From an optimization exercise on the open Yosys and OpenROAD flow, aimed at a short achievable clock period and few clock cycles per item; shortcuts taken in it are not production practice.
In this exercise RTL edits were held to simulation tests only and were not proved equivalent to the original.
The clock cells of this run come from the design's own scripts or RTL, not from TritonCTS.
No driver is modelled on the clock port, so clock power and skew are understated where the tree is cut down; a real chip needs a root buffer or a tree.
No activity file was given, so power comes from the tool's default toggle rates.

### flow/flow/run.sh
#!/bin/bash
# Standard ORFS layout with these changes:
#  - timing repair aims at a shorter period than the clock's (repair_timing's
#    setup margin, from flow/margin.txt);
#  - before clock tree synthesis, each flip-flop that only drives an output
#    port's buffer is moved next to that buffer (flow/io_pull.tcl);
#  - the clock tree is a balanced two-level inverter tree built by
#    flow/clock_tree.tcl in place of TritonCTS.
# Both scripts run in the CTS step through its PRE_CTS_TCL hook (pre_cts.tcl).
# All make/OpenROAD output goes to make.log; ORFS keeps per-step logs under orfs/logs.
set -euo pipefail
HERE=$(pwd)
MARGIN=$(cat flow/margin.txt)
bash standard.sh SETUP_SLACK_MARGIN=$MARGIN PRE_CTS_TCL=$HERE/flow/pre_cts.tcl finish > make.log 2>&1
### flow/flow/clock_tree.tcl
# Two-level clock tree of inverters (two inversions, so the flip-flops see
# the clock in phase), built in place of TritonCTS (sourced as PRE_CTS_TCL).
# The clock port drives up to four root inverters; each drives a set of leaf
# inverters; each leaf drives one compact cluster of flip-flop clock pins.
# Clusters come from recursive bisection of the sink locations, so leaf loads
# are equal and the tree is balanced.
set ct_leaf_size [expr {[info exists ::env(CT_LEAF_SIZE)] ? $::env(CT_LEAF_SIZE) : 20}]
set ct_roots     [expr {[info exists ::env(CT_ROOTS)] ? $::env(CT_ROOTS) : 4}]
set ct_leaf_cell [expr {[info exists ::env(CT_LEAF_CELL)] ? $::env(CT_LEAF_CELL) : "sky130_fd_sc_hd__inv_8"}]
set ct_root_cell [expr {[info exists ::env(CT_ROOT_CELL)] ? $::env(CT_ROOT_CELL) : "sky130_fd_sc_hd__inv_16"}]

proc ct_split {pts k} {
  # pts: list of {item x y}; returns k groups of nearly equal size.
  if {$k <= 1 || [llength $pts] <= 1} { return [list $pts] }
  set xs [lmap p $pts {lindex $p 1}]
  set ys [lmap p $pts {lindex $p 2}]
  set dx [expr {[tcl::mathfunc::max {*}$xs] - [tcl::mathfunc::min {*}$xs]}]
  set dy [expr {[tcl::mathfunc::max {*}$ys] - [tcl::mathfunc::min {*}$ys]}]
  set idx [expr {$dx >= $dy ? 1 : 2}]
  set sorted [lsort -real -index $idx $pts]
  set k1 [expr {$k / 2}]
  set k2 [expr {$k - $k1}]
  set n [llength $sorted]
  set n1 [expr {int(round(double($n) * $k1 / $k))}]
  set a [lrange $sorted 0 [expr {$n1 - 1}]]
  set b [lrange $sorted $n1 end]
  return [concat [ct_split $a $k1] [ct_split $b $k2]]
}

proc ct_out {inst} {
  foreach it [$inst getITerms] { if {[$it isOutputSignal]} { return $it } }
}
proc ct_in {inst} {
  foreach it [$inst getITerms] { if {[$it isInputSignal]} { return $it } }
}

proc ct_centroid {grp} {
  set sx 0.0; set sy 0.0
  foreach p $grp { set sx [expr {$sx + [lindex $p 1]}]; set sy [expr {$sy + [lindex $p 2]}] }
  set n [llength $grp]
  return [list [expr {int($sx / $n)}] [expr {int($sy / $n)}]]
}

proc ct_place {inst xy} {
  set m [$inst getMaster]
  set x [expr {[lindex $xy 0] - [$m getWidth] / 2}]
  set y [expr {[lindex $xy 1] - [$m getHeight] / 2}]
  $inst setLocation $x $y
  $inst setPlacementStatus PLACED
}

set ct_block [ord::get_db_block]
set ct_db [ord::get_db]
set ct_port [$ct_block findBTerm clk]
set ct_net [$ct_port getNet]
set ct_leafm [$ct_db findMaster $ct_leaf_cell]
set ct_rootm [$ct_db findMaster $ct_root_cell]

set ct_sinks {}
foreach it [$ct_net getITerms] {
  set inst [$it getInst]
  lassign [$inst getLocation] x y
  set m [$inst getMaster]
  lappend ct_sinks [list $it [expr {$x + [$m getWidth] / 2}] [expr {$y + [$m getHeight] / 2}]]
}
set ct_n [llength $ct_sinks]
set ct_nleaf [expr {int(ceil(double($ct_n) / $ct_leaf_size))}]
if {$ct_nleaf < $ct_roots} { set ct_nleaf $ct_roots }
puts "clock_tree: $ct_n sinks, $ct_nleaf leaf buffers, $ct_roots root buffers"

# Leaf level.
set ct_leaves {}
set i 0
foreach grp [ct_split $ct_sinks $ct_nleaf] {
  set inst [odb::dbInst_create $ct_block $ct_leafm "clkleaf_$i"]
  set net [odb::dbNet_create $ct_block "clk_leaf_$i"]
  $net setSigType CLOCK
  [ct_out $inst] connect $net
  foreach p $grp {
    set it [lindex $p 0]
    $it disconnect
    $it connect $net
  }
  set xy [ct_centroid $grp]
  ct_place $inst $xy
  lappend ct_leaves [list $inst {*}$xy]
  incr i
}

# Root level: the clock port drives the root buffers directly.
set i 0
foreach grp [ct_split $ct_leaves $ct_roots] {
  set inst [odb::dbInst_create $ct_block $ct_rootm "clkroot_$i"]
  set net [odb::dbNet_create $ct_block "clk_root_$i"]
  $net setSigType CLOCK
  [ct_in $inst] connect $ct_net
  [ct_out $inst] connect $net
  foreach p $grp {
    [ct_in [lindex $p 0]] connect $net
  }
  ct_place $inst [ct_centroid $grp]
  incr i
}
$ct_net setSigType CLOCK

# Connect the new cells' supply pins (the flow's global connection rules),
# then keep timing repair from resizing, cloning or buffering the tree.
global_connect
foreach inst [$ct_block getInsts] {
  set nm [$inst getName]
  if {[string match "clkleaf_*" $nm] || [string match "clkroot_*" $nm]} {
    $inst setDoNotTouch 1
    [[ct_out $inst] getNet] setDoNotTouch 1
  }
}

# Skip TritonCTS: the tree is built.
proc clock_tree_synthesis {args} { puts "clock_tree: TritonCTS skipped, tree built by clock_tree.tcl" }
set_propagated_clock [all_clocks]
### flow/flow/io_pull.tcl
# Move each flip-flop that drives an output port's buffer (and nothing else)
# next to that buffer, so the flip-flop's output wire is short; the buffer
# then drives the wire to the pin. Detailed placement legalizes afterwards.
set iop_block [ord::get_db_block]
set iop_core [$iop_block getCoreArea]
set iop_cx [expr {([$iop_core xMin] + [$iop_core xMax]) / 2}]
set iop_cy [expr {([$iop_core yMin] + [$iop_core yMax]) / 2}]
set iop_moved 0
foreach bterm [$iop_block getBTerms] {
  if {[$bterm getIoType] ne "OUTPUT"} { continue }
  set net [$bterm getNet]
  if {$net eq "NULL"} { continue }
  set buf ""
  foreach it [$net getITerms] { if {[$it isOutputSignal]} { set buf [$it getInst] } }
  if {$buf eq ""} { continue }
  set bin ""
  foreach it [$buf getITerms] { if {[$it isInputSignal]} { set bin $it } }
  if {$bin eq ""} { continue }
  set n2 [$bin getNet]
  if {$n2 eq "NULL"} { continue }
  set drv ""; set nl 0
  foreach it [$n2 getITerms] { if {[$it isOutputSignal]} { set drv [$it getInst] } else { incr nl } }
  if {$drv eq "" || $nl != 1} { continue }
  if {![string match "*__df*" [[$drv getMaster] getName]]} { continue }
  lassign [$buf getLocation] bx by
  set w [[$drv getMaster] getWidth]
  set x [expr {$bx < $iop_cx ? $bx + [[$buf getMaster] getWidth] : $bx - $w}]
  $drv setLocation $x $by
  incr iop_moved
}
puts "io_pull: moved $iop_moved output flip-flops next to their port buffers"
### flow/flow/margin.txt
7.3
### flow/flow/pre_cts.tcl
# Hook for the CTS step: place output flip-flops, then build the clock tree.
set pre_cts_dir [file dirname [info script]]
source [file join $pre_cts_dir io_pull.tcl]
source [file join $pre_cts_dir clock_tree.tcl]
### flow/standard.sh
#!/bin/bash
# synth_recipe.tcl (not shown) runs the flow's synth.tcl, then flattens the netlist and writes it again
# the make line also repeats each setting of config.mk as NAME=value (left out here)
make -C /OpenROAD-flow-scripts/flow DESIGN_CONFIG=/design/flow/config.mk WORK_HOME=/design/flow/orfs CLKGATE_MAP_FILE= SYNTH_SCRIPT=/design/flow/synth_recipe.tcl "${@:-finish}"
### flow/config.mk
export PLATFORM = sky130hd
export DESIGN_NAME = framebuffer_center_or_nn_scale_addr_top
export DESIGN_NICKNAME = framebuffer_center_or_nn_scale_addr_top
export VERILOG_FILES = /design/flow/design.v
export SDC_FILE = /design/flow/constraint.sdc
export NUM_CORES = 4
export LEC_CHECK = 0
export ABC_CLOCK_PERIOD_IN_PS = 2700
export CAP_MARGIN = 20
export CORE_MARGIN = 2
export CORE_UTILIZATION = 65
export SLEW_MARGIN = 20
### flow/constraint.sdc
create_clock -name core_clock -period 10.0 [get_ports {clk}]
set_input_delay 2.0000 -clock core_clock [delete_from_list [all_inputs] [get_ports {clk}]]
set_output_delay 2.0000 -clock core_clock [all_outputs]
set_load 0.01 [all_outputs]
### flow/design.v
package fbnn_pkg;
    localparam int unsigned FracBits = 16;
    localparam int unsigned DimW   = 10;
    localparam int unsigned IdxW   = 20;
    localparam int unsigned AccW   = 27;
    localparam int unsigned StepW  = 26;
    localparam int unsigned CountW = 30;
    localparam int unsigned FsizeW = 19;
    localparam int unsigned OffW   = 9;
    localparam int unsigned ModeW  = 3;
    localparam int unsigned PayW   = 1 + IdxW + IdxW + 1 + CountW + 1;
endpackage
import fbnn_pkg::*;
module fbnn_cfg #(
    parameter int unsigned MAX_CANVAS_DIM = 1024
) (
    input  logic                clk,
    input  logic                rst_n,
    input  logic                psel,
    input  logic                penable,
    input  logic                pwrite,
    input  logic [4:0]          paddr,
    input  logic [31:0]         pwdata,
    output logic [31:0]         prdata,
    output logic                cfg_ok,      
    output logic                wr_pend,     
    output logic                close_evt,   
    output logic                clr_evt,     
    output logic                rej,
    output logic                fits,
    output logic [FsizeW-1:0]   fsize,
    output logic [DimW-1:0]     wlim1,
    output logic [DimW-1:0]     hlim1,
    output logic [DimW-1:0]     djump,
    output logic [IdxW-1:0]     drel0,
    output logic [IdxW-1:0]     srow0,
    output logic [AccW-1:0]     cstep_e,
    output logic [AccW-1:0]     cacc0,
    output logic [AccW-1:0]     rstep_e,
    output logic [AccW-1:0]     racc0,
    output logic [DimW-1:0]     wdim,
    output logic [DimW+1:0]     w3,
    output logic [DimW+2:0]     w5
);
    localparam int unsigned DimMax = MAX_CANVAS_DIM - 1;
    logic             enabled_reg;
    logic [ModeW-1:0] mode_reg;
    logic             pal_reg;
    logic [DimW-1:0]  width_reg;
    logic [DimW-1:0]  height_reg;
    logic [2:0]       idx;
    logic             wr;
    logic [DimW-1:0]  val;
    logic [ModeW-1:0] eff_old, effo_reg;
    logic             c1_reg, c2_reg;
    assign idx = paddr[4:2];
    assign wr  = psel && penable && pwrite;
    assign val = pwdata[DimW-1:0];
    assign eff_old = (mode_reg != '0) ? mode_reg : (pal_reg ? 3'd2 : 3'd0);
    assign clr_evt = c1_reg || (c2_reg && eff_old != effo_reg);
    always_ff @(posedge clk)
    begin
        effo_reg <= eff_old;
    end
    logic             w_pend;
    logic [2:0]       w_idx;
    logic [DimW-1:0]  w_val;
    always_ff @(posedge clk)
    begin
        w_idx <= idx;
        w_val <= val;
    end
    always_ff @(posedge clk or negedge rst_n)
    begin
        if (!rst_n)
        begin
            w_pend      <= 1'b0;
            enabled_reg <= 1'b0;
            mode_reg    <= '0;
            pal_reg     <= 1'b0;
            width_reg   <= 10'd320;
            height_reg  <= 10'd240;
            close_evt   <= 1'b1;
            c1_reg      <= 1'b0;
            c2_reg      <= 1'b0;
        end
        else
        begin
            w_pend <= wr && (idx <= 3'd4);
            if (w_pend && w_idx == 3'd0) enabled_reg <= w_val[0];
            if (w_pend && w_idx == 3'd1) mode_reg    <= w_val[ModeW-1:0];
            if (w_pend && w_idx == 3'd2) pal_reg     <= w_val[0];
            if (w_pend && w_idx == 3'd3) width_reg   <= w_val;
            if (w_pend && w_idx == 3'd4) height_reg  <= w_val;
            close_evt <= w_pend;
            c1_reg    <= w_pend && w_idx == 3'd0 && w_val[0] && !enabled_reg;
            c2_reg    <= w_pend && (w_idx == 3'd1 || w_idx == 3'd2) && enabled_reg;
        end
    end
    assign wr_pend = w_pend;
    logic [DimW-1:0] rd_reg;
    logic [DimW-1:0] rv0, rv1, rv2, rv3, rv4;
    assign rv0 = (w_pend && w_idx == 3'd0) ? {9'b0, w_val[0]} : {9'b0, enabled_reg};
    assign rv1 = (w_pend && w_idx == 3'd1) ? {7'b0, w_val[ModeW-1:0]} : {7'b0, mode_reg};
    assign rv2 = (w_pend && w_idx == 3'd2) ? {9'b0, w_val[0]} : {9'b0, pal_reg};
    assign rv3 = (w_pend && w_idx == 3'd3) ? w_val : width_reg;
    assign rv4 = (w_pend && w_idx == 3'd4) ? w_val : height_reg;
    always_ff @(posedge clk)
    begin
        case (idx)
            3'd0:    rd_reg <= rv0;
            3'd1:    rd_reg <= rv1;
            3'd2:    rd_reg <= rv2;
            3'd3:    rd_reg <= rv3;
            3'd4:    rd_reg <= rv4;
            default: rd_reg <= '0;
        endcase
    end
    assign prdata = {22'b0, rd_reg};
    logic [DimW-1:0]   w_sat, h_sat, rw_c, rl_c;
    logic [FsizeW-1:0] fsize_c;
    assign w_sat = (32'(width_reg) > DimMax) ? DimW'(DimMax) : width_reg;
    assign h_sat = (32'(height_reg) > DimMax) ? DimW'(DimMax) : height_reg;
    always_comb
    begin
        case (eff_old)
            3'd0:    begin rw_c = 10'd320; rl_c = 10'd240; fsize_c = 19'd76800;  end
            3'd1:    begin rw_c = 10'd640; rl_c = 10'd480; fsize_c = 19'd307200; end
            3'd2:    begin rw_c = 10'd352; rl_c = 10'd288; fsize_c = 19'd101376; end
            3'd3:    begin rw_c = 10'd720; rl_c = 10'd480; fsize_c = 19'd345600; end
            3'd4:    begin rw_c = 10'd720; rl_c = 10'd576; fsize_c = 19'd414720; end
            3'd5:    begin rw_c = 10'd720; rl_c = 10'd480; fsize_c = 19'd345600; end
            3'd6:    begin rw_c = 10'd720; rl_c = 10'd576; fsize_c = 19'd414720; end
            default: begin rw_c = 10'd640; rl_c = 10'd480; fsize_c = 19'd307200; end
        endcase
    end
    logic [DimW-1:0] s1_w, s1_h, s1_rw, s1_rl;
    logic [OffW-1:0] s1_xo, s1_yo;
    logic            s1_fits;
    logic [DimW-1:0] dxc, dyc;
    assign dxc = rw_c - w_sat;
    assign dyc = rl_c - h_sat;
    always_ff @(posedge clk)
    begin
        s1_w    <= w_sat;
        s1_h    <= h_sat;
        s1_rw   <= rw_c;
        s1_rl   <= rl_c;
        s1_xo   <= dxc[DimW-1:1];
        s1_yo   <= dyc[DimW-1:1];
        s1_fits <= (w_sat <= rw_c) && (h_sat <= rl_c);
        rej     <= !enabled_reg || (w_sat < 10'd2) || (h_sat < 10'd2);
        fsize   <= fsize_c;
    end
    logic [18:0]     s2_pa;
    logic [15:0]     s2_pb;
    logic [OffW-1:0] s2_xo;
    always_ff @(posedge clk)
    begin
        fits   <= s1_fits;
        wdim   <= s1_w;
        w3     <= {2'b0, s1_w} + {1'b0, s1_w, 1'b0};
        w5     <= {3'b0, s1_w} + {1'b0, s1_w, 2'b0};
        wlim1  <= (s1_fits ? s1_w : s1_rw) - 1'b1;
        hlim1  <= (s1_fits ? s1_h : s1_rl) - 1'b1;
        djump  <= s1_fits ? (s1_rw - s1_w + 1'b1) : 10'd1;
        s2_pa  <= s1_rw[9] ? ({1'b0, s1_yo, 9'b0} + {3'b0, s1_yo, 7'b0})
                           : ({2'b0, s1_yo, 8'b0} + {4'b0, s1_yo, 6'b0});
        s2_pb  <= (s1_rw == 10'd720) ? ({1'b0, s1_yo, 6'b0} + {3'b0, s1_yo, 4'b0}) :
                  (s1_rw == 10'd352) ? {2'b0, s1_yo, 5'b0} : 16'b0;
        s2_xo  <= s1_xo;
    end
    logic [IdxW-1:0] s3_pab;
    logic [OffW-1:0] s3_xo;
    always_ff @(posedge clk)
    begin
        s3_pab <= IdxW'({1'b0, s2_pa} + {4'b0, s2_pb});
        s3_xo  <= s2_xo;
        drel0  <= fits ? (s3_pab + {11'b0, s3_xo}) : '0;
    end
    logic             div_go;
    logic [StepW-1:0] cq, rq;
    assign div_go = close_evt;
    fbnn_div u_div_c (
        .clk   (clk),
        .start (div_go),
        .num   (w_sat),
        .den   (rw_c),
        .quo   (cq)
    );
    fbnn_div u_div_r (
        .clk   (clk),
        .start (div_go),
        .num   (h_sat),
        .den   (rl_c),
        .quo   (rq)
    );
    always_ff @(posedge clk)
    begin
        cstep_e <= fits ? 27'h10000 : {1'b0, cq};
        cacc0   <= fits ? '0 : {2'b0, cq[StepW-1:1]};
        rstep_e <= {1'b0, rq};
        racc0   <= {2'b0, rq[StepW-1:1]};
        case (rq[18:17])
            2'd0:    srow0 <= '0;
            2'd1:    srow0 <= fits ? '0 : {10'b0, wdim};
            2'd2:    srow0 <= fits ? '0 : {9'b0, wdim, 1'b0};
            default: srow0 <= fits ? '0 : {8'b0, w3};
        endcase
    end
    localparam logic [2:0] CntFit = 3'd2;
    localparam logic [4:0] CntDiv = 5'd10;
    logic [2:0] fit_cnt;
    logic [4:0] div_cnt;
    always_ff @(posedge clk or negedge rst_n)
    begin
        if (!rst_n)
        begin
            fit_cnt <= CntFit;
            div_cnt <= CntDiv;
        end
        else if (close_evt)
        begin
            fit_cnt <= CntFit;
            div_cnt <= CntDiv;
        end
        else
        begin
            if (fit_cnt != '0) fit_cnt <= fit_cnt - 1'b1;
            if (div_cnt != '0) div_cnt <= div_cnt - 1'b1;
        end
    end
    assign cfg_ok = (fit_cnt == '0) && (fits || div_cnt == '0);
endmodule
import fbnn_pkg::*;
module fbnn_front #(
    parameter int unsigned Credits = 5
) (
    input  logic clk,
    input  logic rst_n,
    input  logic req_valid,
    output logic req_ready,
    input  logic buffer_select,
    input  logic wr_bus,      
    input  logic block,       
    input  logic cfg_ok,      
    input  logic rsp_pop,     
    output logic a_valid,
    output logic a_bsel
);
    logic       ready_reg, ready_out;
    logic [Credits-1:0] th_reg, th_nx;
    logic       acc;
    logic       wr_bus_reg;    
    assign req_ready = ready_out;
    assign acc       = req_valid && ready_reg;
    assign th_nx     = rsp_pop ? (acc ? th_reg : {1'b0, th_reg[Credits-1:1]})
                               : (acc ? {th_reg[Credits-2:0], 1'b1} : th_reg);
    always_ff @(posedge clk)
    begin
        a_bsel <= buffer_select;
    end
    always_ff @(posedge clk or negedge rst_n)
    begin
        if (!rst_n)
        begin
            ready_reg <= 1'b0;
            ready_out <= 1'b0;
            th_reg    <= '0;
            a_valid   <= 1'b0;
            wr_bus_reg <= 1'b0;
        end
        else
        begin
            a_valid <= acc;
            wr_bus_reg <= wr_bus;
            th_reg  <= th_nx;
            ready_reg <= (rsp_pop ? (!acc || !th_reg[Credits-1])
                                  : (acc ? !th_reg[Credits-2]
                                         : !(th_reg[Credits-1] && th_reg[Credits-2])))
                         && cfg_ok && !block && !wr_bus_reg;
            ready_out <= !th_nx[Credits-1] && cfg_ok && !block && !wr_bus_reg;
        end
    end
endmodule
import fbnn_pkg::*;
module fbnn_div (
    input  logic              clk,
    input  logic              start,
    input  logic [DimW-1:0]   num,
    input  logic [DimW-1:0]   den,
    output logic [StepW-1:0]  quo
);
    logic [3:0]        cnt_reg;
    logic [DimW-1:0]   rem_reg;
    logic [19:0]       sh_reg;      
    logic [DimW+1:0]   d1_reg, d2_reg, d3_reg;
    logic [DimW+1:0]   t;
    logic [DimW+2:0]   s1, s2, s3;
    logic [1:0]        qd;
    logic [DimW-1:0]   rn;
    assign t  = {rem_reg, sh_reg[19:18]};
    assign s1 = {1'b0, t} - {1'b0, d1_reg};
    assign s2 = {1'b0, t} - {1'b0, d2_reg};
    assign s3 = {1'b0, t} - {1'b0, d3_reg};
    always_comb
    begin
        if (!s3[DimW+2])
        begin
            qd = 2'd3;
            rn = s3[DimW-1:0];
        end
        else if (!s2[DimW+2])
        begin
            qd = 2'd2;
            rn = s2[DimW-1:0];
        end
        else if (!s1[DimW+2])
        begin
            qd = 2'd1;
            rn = s1[DimW-1:0];
        end
        else
        begin
            qd = 2'd0;
            rn = t[DimW-1:0];
        end
    end
    always_ff @(posedge clk)
    begin
        if (start)
        begin
            cnt_reg <= 4'd10;
            rem_reg <= {4'b0, num[9:4]};
            sh_reg  <= {num[3:0], 16'b0};
            d1_reg  <= {2'b0, den};
            d2_reg  <= {1'b0, den, 1'b0};
            d3_reg  <= {2'b0, den} + {1'b0, den, 1'b0};
        end
        else if (cnt_reg != 4'd0)
        begin
            cnt_reg <= cnt_reg - 1'b1;
            rem_reg <= rn;
            sh_reg  <= {sh_reg[17:0], qd};
        end
    end
    assign quo = {6'b0, sh_reg};
endmodule
import fbnn_pkg::*;
module fbnn_back #(
    parameter int unsigned QDepth = 5
) (
    input  logic                clk,
    input  logic                rst_n,
    input  logic                a_valid,
    input  logic                a_bsel,
    input  logic                close_evt,
    input  logic                clr_evt,
    input  logic                rej,
    input  logic                fits,
    input  logic [FsizeW-1:0]   fsize,
    input  logic [DimW-1:0]     wlim1,
    input  logic [DimW-1:0]     hlim1,
    input  logic [DimW-1:0]     djump,
    input  logic [IdxW-1:0]     drel0,
    input  logic [IdxW-1:0]     srow0,
    input  logic [AccW-1:0]     cstep_e,
    input  logic [AccW-1:0]     cacc0,
    input  logic [AccW-1:0]     rstep_e,
    input  logic [AccW-1:0]     racc0,
    input  logic [DimW-1:0]     wdim,
    input  logic [DimW+1:0]     w3,
    input  logic [DimW+2:0]     w5,
    output logic                rsp_valid,
    input  logic                rsp_ready,
    output logic                rsp_pop,
    output logic                status,
    output logic [19:0]         source_index,
    output logic [19:0]         dest_index,
    output logic                frame_last,
    output logic [31:0]         control_word
);
    logic               inf_reg;
    logic               lat_reg;
    logic [DimW-1:0]    rem_reg;      
    logic               eol_reg;      
    logic [DimW-1:0]    rrem_reg;     
    logic               lrow_reg;     
    logic [FracBits-1:0]      cacc_lo_reg;
    logic [AccW-FracBits-1:0] cacc_hi_reg;
    logic                     cacc_cy_reg;
    logic [FracBits:0]        cacc_lo_sum;
    logic [AccW-1:0]    racc_reg;
    logic [IdxW-1:0]    srow_reg;     
    logic [IdxW-1:0]    drel_reg;     
    logic [CountW-1:0]  fc_reg;
    logic [FracBits:0]      p1_lo_reg;
    logic [AccW-FracBits-1:0] p1_hia_reg, p1_hib_reg;
    logic [AccW-1:0]        racc_nx_reg;
    logic [2:0]             p2_cur_reg;
    logic [2:0]             dlt_reg;
    logic [IdxW-1:0]        sinc_reg;
    logic               pix, last, lat_eff, start, adv;
    logic [CountW-1:0]  fc_inc;
    assign pix     = a_valid && !rej;
    assign last    = eol_reg && lrow_reg;
    assign lat_eff = inf_reg ? lat_reg : a_bsel;
    assign start   = (a_valid && (rej || last)) || (!inf_reg && !a_valid) || close_evt;
    assign adv     = pix && !last;
    assign cacc_lo_sum = {1'b0, cacc_lo_reg} + {1'b0, cstep_e[FracBits-1:0]};
    assign fc_inc  = fc_reg + 1'b1;
    always_ff @(posedge clk)
    begin
        p1_lo_reg   <= {1'b0, racc_reg[FracBits-1:0]} + {1'b0, rstep_e[FracBits-1:0]};
        p1_hia_reg  <= racc_reg[AccW-1:FracBits];
        p1_hib_reg  <= rstep_e[AccW-1:FracBits];
        racc_nx_reg <= {p1_hia_reg + p1_hib_reg + {10'b0, p1_lo_reg[FracBits]},
                        p1_lo_reg[FracBits-1:0]};
        p2_cur_reg  <= p1_hia_reg[2:0];
        dlt_reg     <= racc_nx_reg[FracBits+2:FracBits] - p2_cur_reg;
        case (dlt_reg)
            3'd0:    sinc_reg <= '0;
            3'd1:    sinc_reg <= {10'b0, wdim};
            3'd2:    sinc_reg <= {9'b0, wdim, 1'b0};
            3'd3:    sinc_reg <= {8'b0, w3};
            3'd4:    sinc_reg <= {8'b0, wdim, 2'b0};
            default: sinc_reg <= {7'b0, w5};
        endcase
        if (fits)
        begin
            sinc_reg <= {10'b0, wdim};
        end
    end
    always_ff @(posedge clk)
    begin
        if (start)
        begin
            rem_reg  <= wlim1;
            eol_reg  <= 1'b0;
            rrem_reg <= hlim1;
            lrow_reg <= 1'b0;
            cacc_lo_reg <= cacc0[FracBits-1:0];
            cacc_hi_reg <= cacc0[AccW-1:FracBits];
            cacc_cy_reg <= 1'b0;
            racc_reg <= racc0;
            srow_reg <= srow0;
            drel_reg <= drel0;
        end
        else if (adv)
        begin
            if (eol_reg)
            begin
                rem_reg  <= wlim1;
                eol_reg  <= 1'b0;
                rrem_reg <= rrem_reg - 1'b1;
                lrow_reg <= (rrem_reg == 10'd1);
                cacc_lo_reg <= cacc0[FracBits-1:0];
                cacc_hi_reg <= cacc0[AccW-1:FracBits];
                cacc_cy_reg <= 1'b0;
                racc_reg <= racc_nx_reg;
                srow_reg <= srow_reg + sinc_reg;
                drel_reg <= drel_reg + {10'b0, djump};
            end
            else
            begin
                rem_reg  <= rem_reg - 1'b1;
                eol_reg  <= (rem_reg == 10'd1);
                cacc_lo_reg <= cacc_lo_sum[FracBits-1:0];
                cacc_hi_reg <= cacc_hi_reg + cstep_e[AccW-1:FracBits] + {10'b0, cacc_cy_reg};
                cacc_cy_reg <= cacc_lo_sum[FracBits];
                drel_reg <= drel_reg + 1'b1;
            end
        end
        if (pix)
        begin
            lat_reg <= lat_eff;
        end
    end
    always_ff @(posedge clk or negedge rst_n)
    begin
        if (!rst_n)
        begin
            inf_reg <= 1'b0;
            fc_reg  <= '0;
        end
        else
        begin
            if (close_evt || (a_valid && (rej || last)))
            begin
                inf_reg <= 1'b0;
            end
            else if (pix)
            begin
                inf_reg <= 1'b1;
            end
            if (clr_evt)
            begin
                fc_reg <= '0;
            end
            else if (pix && last)
            begin
                fc_reg <= fc_inc;
            end
        end
    end
    logic               r_valid;
    logic               r_rej;
    logic [IdxW-1:0]    r_srow;
    logic [DimW:0]      r_col;
    logic [IdxW-1:0]    r_drel;
    logic               r_hi;         
    logic               r_last;
    logic [CountW:0]    r_ctrl;       
    always_ff @(posedge clk)
    begin
        r_rej  <= rej;
        r_srow <= srow_reg;
        r_col  <= cacc_hi_reg + {10'b0, cacc_cy_reg};
        r_drel <= drel_reg;
        r_hi   <= lat_eff;
        r_last <= last;
        r_ctrl <= last ? {fc_inc, lat_eff} : '0;
    end
    always_ff @(posedge clk or negedge rst_n)
    begin
        if (!rst_n)
        begin
            r_valid <= 1'b0;
        end
        else
        begin
            r_valid <= a_valid;
        end
    end
    logic [PayW-1:0] res;
    logic [IdxW-1:0] src_c, dst_c;
    assign src_c = r_srow + {9'b0, r_col};
    assign dst_c = r_drel + (r_hi ? {1'b0, fsize} : 20'b0);
    always_comb
    begin
        if (r_rej)
        begin
            res = {1'b1, {(PayW-1){1'b0}}};
        end
        else
        begin
            res = {1'b0, src_c, dst_c, r_last, r_ctrl};
        end
    end
    logic [PayW-1:0] q_mem [0:QDepth-1];
    logic [2:0]      wp_reg, rp_reg;
    logic [QDepth-1:0] qth_reg;    
    logic            ov_reg, ov_out;
    logic [PayW-1:0] o_reg;
    logic            pop;
    logic [2:0]      wp_p1, rp1_reg, rp2, pa_reg;
    logic [PayW-1:0] head0, heada;
    assign wp_p1   = (wp_reg == 3'(QDepth - 1)) ? 3'd0 : wp_reg + 1'b1;
    assign pop     = ov_reg && rsp_ready;
    assign rsp_pop = pop;
    assign head0   = q_mem[rp_reg];
    assign heada   = q_mem[pa_reg];
    assign rp2     = (rp1_reg == 3'(QDepth - 1)) ? 3'd0 : rp1_reg + 1'b1;
    always_ff @(posedge clk)
    begin
        if (r_valid)
        begin
            q_mem[wp_reg] <= res;
        end
        o_reg <= rsp_ready ? heada : head0;
    end
    always_ff @(posedge clk or negedge rst_n)
    begin
        if (!rst_n)
        begin
            wp_reg <= '0;
            rp_reg <= '0;
            rp1_reg <= 3'd1;
            pa_reg  <= 3'd0;
            qth_reg <= '0;
            ov_reg <= 1'b0;
            ov_out <= 1'b0;
        end
        else
        begin
            if (r_valid)
            begin
                wp_reg <= wp_p1;
            end
            if (pop)
            begin
                rp_reg  <= rp1_reg;
                rp1_reg <= rp2;
            end
            pa_reg <= pop ? (qth_reg[1] ? rp2 : rp1_reg) : (qth_reg[0] ? rp1_reg : rp_reg);
            qth_reg <= pop ? (r_valid ? qth_reg : {1'b0, qth_reg[QDepth-1:1]})
                           : (r_valid ? {qth_reg[QDepth-2:0], 1'b1} : qth_reg);
            ov_reg <= pop ? qth_reg[1] : qth_reg[0];
            ov_out <= qth_reg[1] || (qth_reg[0] && !pop);
        end
    end
    assign rsp_valid    = ov_out;
    assign status       = o_reg[PayW-1];
    assign source_index = o_reg[PayW-2 -: IdxW];
    assign dest_index   = o_reg[PayW-2-IdxW -: IdxW];
    assign frame_last   = o_reg[CountW+1];
    assign control_word = {o_reg[CountW:1], 1'b0, o_reg[0]};
endmodule
import fbnn_pkg::*;
module framebuffer_center_or_nn_scale_addr_top #(
    parameter int unsigned MAX_CANVAS_DIM = 1024
) (
    input  logic        clk,
    input  logic        rst_n,
    input  logic        psel,
    input  logic        penable,
    input  logic        pwrite,
    input  logic [4:0]  paddr,
    input  logic [31:0] pwdata,
    output logic [31:0] prdata,
    output logic        pready,
    input  logic        req_valid,
    output logic        req_ready,
    input  logic        buffer_select,
    output logic        rsp_valid,
    input  logic        rsp_ready,
    output logic        status,
    output logic [19:0] source_index,
    output logic [19:0] dest_index,
    output logic        frame_last,
    output logic [31:0] control_word
);
    logic               cfg_ok, wr_pend, close_evt, clr_evt, rej, fits;
    logic [FsizeW-1:0]  fsize;
    logic [DimW-1:0]    wlim1, hlim1, djump, wdim;
    logic [DimW+1:0]    w3;
    logic [DimW+2:0]    w5;
    logic [IdxW-1:0]    drel0, srow0;
    logic [AccW-1:0]    cstep_e, cacc0, rstep_e, racc0;
    logic               a_valid, a_bsel, rsp_pop;
    assign pready = 1'b1;
    fbnn_cfg #(
        .MAX_CANVAS_DIM(MAX_CANVAS_DIM)
    ) u_cfg (
        .clk       (clk),
        .rst_n     (rst_n),
        .psel      (psel),
        .penable   (penable),
        .pwrite    (pwrite),
        .paddr     (paddr),
        .pwdata    (pwdata),
        .prdata    (prdata),
        .cfg_ok    (cfg_ok),
        .wr_pend   (wr_pend),
        .close_evt (close_evt),
        .clr_evt   (clr_evt),
        .rej       (rej),
        .fits      (fits),
        .fsize     (fsize),
        .wlim1     (wlim1),
        .hlim1     (hlim1),
        .djump     (djump),
        .drel0     (drel0),
        .srow0     (srow0),
        .cstep_e   (cstep_e),
        .cacc0     (cacc0),
        .rstep_e   (rstep_e),
        .racc0     (racc0),
        .wdim      (wdim),
        .w3        (w3),
        .w5        (w5)
    );
    fbnn_front u_front (
        .clk           (clk),
        .rst_n         (rst_n),
        .req_valid     (req_valid),
        .req_ready     (req_ready),
        .buffer_select (buffer_select),
        .wr_bus        (psel && pwrite),
        .block         (wr_pend || close_evt),
        .cfg_ok        (cfg_ok),
        .rsp_pop       (rsp_pop),
        .a_valid       (a_valid),
        .a_bsel        (a_bsel)
    );
    fbnn_back u_back (
        .clk          (clk),
        .rst_n        (rst_n),
        .a_valid      (a_valid),
        .a_bsel       (a_bsel),
        .close_evt    (close_evt),
        .clr_evt      (clr_evt),
        .rej          (rej),
        .fits         (fits),
        .fsize        (fsize),
        .wlim1        (wlim1),
        .hlim1        (hlim1),
        .djump        (djump),
        .drel0        (drel0),
        .srow0        (srow0),
        .cstep_e      (cstep_e),
        .cacc0        (cacc0),
        .rstep_e      (rstep_e),
        .racc0        (racc0),
        .wdim         (wdim),
        .w3           (w3),
        .w5           (w5),
        .rsp_valid    (rsp_valid),
        .rsp_ready    (rsp_ready),
        .rsp_pop      (rsp_pop),
        .status       (status),
        .source_index (source_index),
        .dest_index   (dest_index),
        .frame_last   (frame_last),
        .control_word (control_word)
    );
endmodule
==> results by group <==
Power and ir drop
  • VDD IR max: 0.218 mV
  • Pwr dens: 258 nW/um^2
  • Leakage: ~21 nW

Yosys
  • Primary FF master, synth: dfxtp_1
  • Synth Instances: about 4,300
  • Post-synthesis cell type count: just under 100
  • Sequential share of the synthesized area: a little under three fifths
  • YS warnings: 4
  • Cell taking the most area after synthesis: edfxtp_1
  • Asr flop ratio synth: 8.33%
  • Syn avg cell area: ~12 sq um
  • Post-Syn Area: between 50,000 and 60,000 sq um
  • Synth top area share: 30.2%
  • Number of synthesized flops with an enable pin: 516
  • Yosys reg bits: 1,165
  • Synth area leaders: edfxtp_1, dfxtp_1, mux4_2, ha_1, dfrtp_1

Worst setup path
  • CP Data Arrival Time: 2.80 ns
  • CP endpoint kind: flip-flop
  • Critical-path maximum fanout: 5
  • Crit path kind: flip-flop to flip-flop
  • Worst Path Required: 9.96 ns
  • Critical path launch point type: flip-flop

Detailed routing
  • Residual DRC: 0
  • Vias: 31,800
  • DRT Pass-1 Iters: 5
  • Final wirelength: 108,000 um
  • Initial DRC Count: approximately 2,000
  • DR vias/cell: slightly below 6
  • Final antenna-violating net count: 0
  • Routed len/inst: 20.1 um

Timing
  • Fin. Hold Viols: 0
  • Max Fclk: between 300 and 400 MHz
  • Slew Viols, Final: 0
  • Final setup violating endpoints: 0
  • RSZ-0062 raised after global routing: yes
  • Fin crit share: 28.4%
  • Final worst path period need: roughly 2.8 ns
  • Max-slew headroom: roughly 28%
  • Worst-margin pin slew: 1.07 ns
  • Final Skew: 0.0229 ns
  • Setup TNS: 0 ns

Final layout
  • Final net count: 4,602
  • Most frequent cells in the layout: edfxtp_1, dfxtp_1, nand2_1, nor2_1, a21oi_1
  • Post-layout util: 70.1%
  • Fillers: 5,590
  • Layout cell share with drive strength beyond 1: 14.9%
  • Most common library cell in the layout ignoring fill and taps: edfxtp_1
  • Area growth syn-to-layout: 7.30%
  • Max FFs per register: 365
  • ANT cells: 0
  • Seq. cell area: 29,100 sq um
  • Multi-input gate area: 21,400 sq um

Global route
  • Antenna violations before repair: 2
  • Largest net degree at the start of global routing: 95
  • Number of global-route vias before repair: 31,000
  • First-pass GRT wire length: 169,000 um
  • GRT Util Overall: 26.1%
  • Total grt overflow: 0

CTS
  • Later-pin clock latency in the skew report: 0.26 ns
  • Clock-pin slew on the worst setup and hold paths: 0.10 ns
  • Hold Buf Count CTS: 0

Floorplan
  • Cell row count: 103
  • Die Span Y: 285 um
  • Core region area: around 78,000 sq um
  • Initial core utilization: approximately two thirds
  • Die X: 285 um
  • Die area: a little over 80,000 sq um
  • Top-Level Pins: 154

Place
  • DPL Wire Length: between 60,000 and 70,000 um
  • RePlAce Congestion: 0.828
  • Buffers on Ports: between 100 and 150

Status
  • Status: timing/DRC/antenna clean

Worst hold path
  • Worst min-delay path class: flip-flop to flip-flop

Flow run
  • Max-Cap Viols: 0
-- worst paths after layout --
| path | from | to | slack [ns] | depth (start not counted) |
|---|---|---|---|---|
| worst max-delay path | u_back.r_srow[0] | u_back.q_mem[1][64] | 7.16 | 9 |
| worst min-delay path | u_back.p1_lo_reg[15] | u_back.racc_nx_reg[15] | 0.33 | 0 |
| worst max register to register | u_back.r_srow[0] | u_back.q_mem[1][64] | 7.16 | 9 |
| worst min register to register | u_back.p1_lo_reg[15] | u_back.racc_nx_reg[15] | 0.33 | 0 |
| max in group asynchronous | rst_n | u_back.pa_reg[1] | 7.50 | 2 |
| min in group asynchronous | rst_n | u_cfg.fit_cnt[0] | 1.70 | 1 |
-- cell families after synthesis --
family | Yosys count | synth area share [%]
AND/OR/NAND/NOR | 1164 | 11.1
adder cells (fa/ha/maj) | 223 | 5.76
AO/OA/AOI/OAI | 764 | 9.51
XOR/XNOR | 264 | 4.51
flip-flops | 1165 | 56.5
other | 2 | 0.0146
multiplexers | 301 | 9.59
buffers and inverters | 382 | 3.04
-- final cells by class --
type,count,area share (%)
Inverter,222,2.47
Timing Repair Buffer,198,3.34
Sequential cell,1165,52.8
Tap cell,1050,2.39
Multi-Input combinational cell,2747,39.0
-- stage by stage --
stage               hold WS [ns]  power, mW  area, sq um  instances  worst slack, ns
floorplan                  0.310       10.9        51500       4288             7.15
global placement           0.310       12.2        53100       5250             5.94
detailed placement         0.312       12.4        53100       5250             5.93
CTS                        0.334       14.2        54400       5350             7.19
global route               0.339       15.1        55000       5382             7.09
finish                     0.331       14.2        55000       5382             7.16
-- what timing repair did --
item,in CTS,in global routing
pin swaps,19,32
gates resized for setup,485,89
gates cloned,9,2
setup endpoints to repair,626,368
setup buffers,28,29
-- where the power goes --
part / internal, mW / total (mW) / switching, mW
logic: 2.56 / 5.33 / 2.77
registers: 6.18 / 7.05 / 0.868
clock network: 0.234 / 1.82 / 1.59
-- worst max-delay path, cell delays in order, from the launching register on --
cell	delay [ns]
dfxtp_2	0.35
ha_4	0.17
fa_2	0.36
a211o_1	0.33
a2111oi_4	0.42
o21ai_2	0.13
a31oi_4	0.27
nor2b_2	0.09
xnor2_2	0.35
nor2_4	0.08
-- cell usage after synthesis, drive strengths merged (17+ instances only) --
| library cell | number |
|---|---|
| nor3 | 60 |
| o21a | 26 |
| a211oi | 98 |
| xnor2 | 145 |
| inv | 157 |
| nor2b | 181 |
| clkbuf | 166 |
| or3 | 29 |
| nand2 | 370 |
| a21o | 45 |
| edfxtp | 516 |
| o21ai | 188 |
| mux4 | 147 |
| xor2 | 119 |
| nand3 | 58 |
| nand2b | 34 |
| and2 | 45 |
| o31ai | 17 |
| dfrtp | 86 |
| mux2i | 106 |
| a21oi | 229 |
| nand4 | 22 |
| buf | 57 |
| a22o | 21 |
| and3 | 20 |
| fa | 22 |
| dfxtp | 552 |
| a31oi | 17 |
| nor2 | 276 |
| mux2 | 48 |
| ha | 201 |
-- metal layers --
layer | vias up | global-route usage, % | routed length [um]
met4 | 0 | 6.09 | 2870
li1 | 15400 | - | -
met3 | 147 | 2.66 | 5300
met1 | 15500 | 35.5 | 47100
met5 | - | 0 | 0
met2 | 710 | 45.6 | 52700
Testbench counts, summed over its fixed seeds: cycles 694,592, items 693,268.

-- afterwards: timing with drivers on the ports --
In the flow no input, the clock included, has a driving cell. The finished layout below was timed again as built, in two steps.
Step 1: set_driving_cell puts a clkbuf_16 on clk and a buf_2 on each other input, an assumption about the parent block.
Step 2 also shifts input and output timing later by t, the mid clock arrival at the registers, as if the neighbouring blocks saw the same clock.
Slacks: no drivers / after step 1 / after step 2; pairs: no drivers / after step 1.
shift t [ns]: 0.502
setup slack, ns: 7.160 / 6.977 / 6.892
worst register clock-pin slew, ns: 0.11 / 0.11
After both steps setup and hold are still met in this run. The setup slack of this run moves by -0.183 ns with the drivers and by -0.268 ns with both steps.
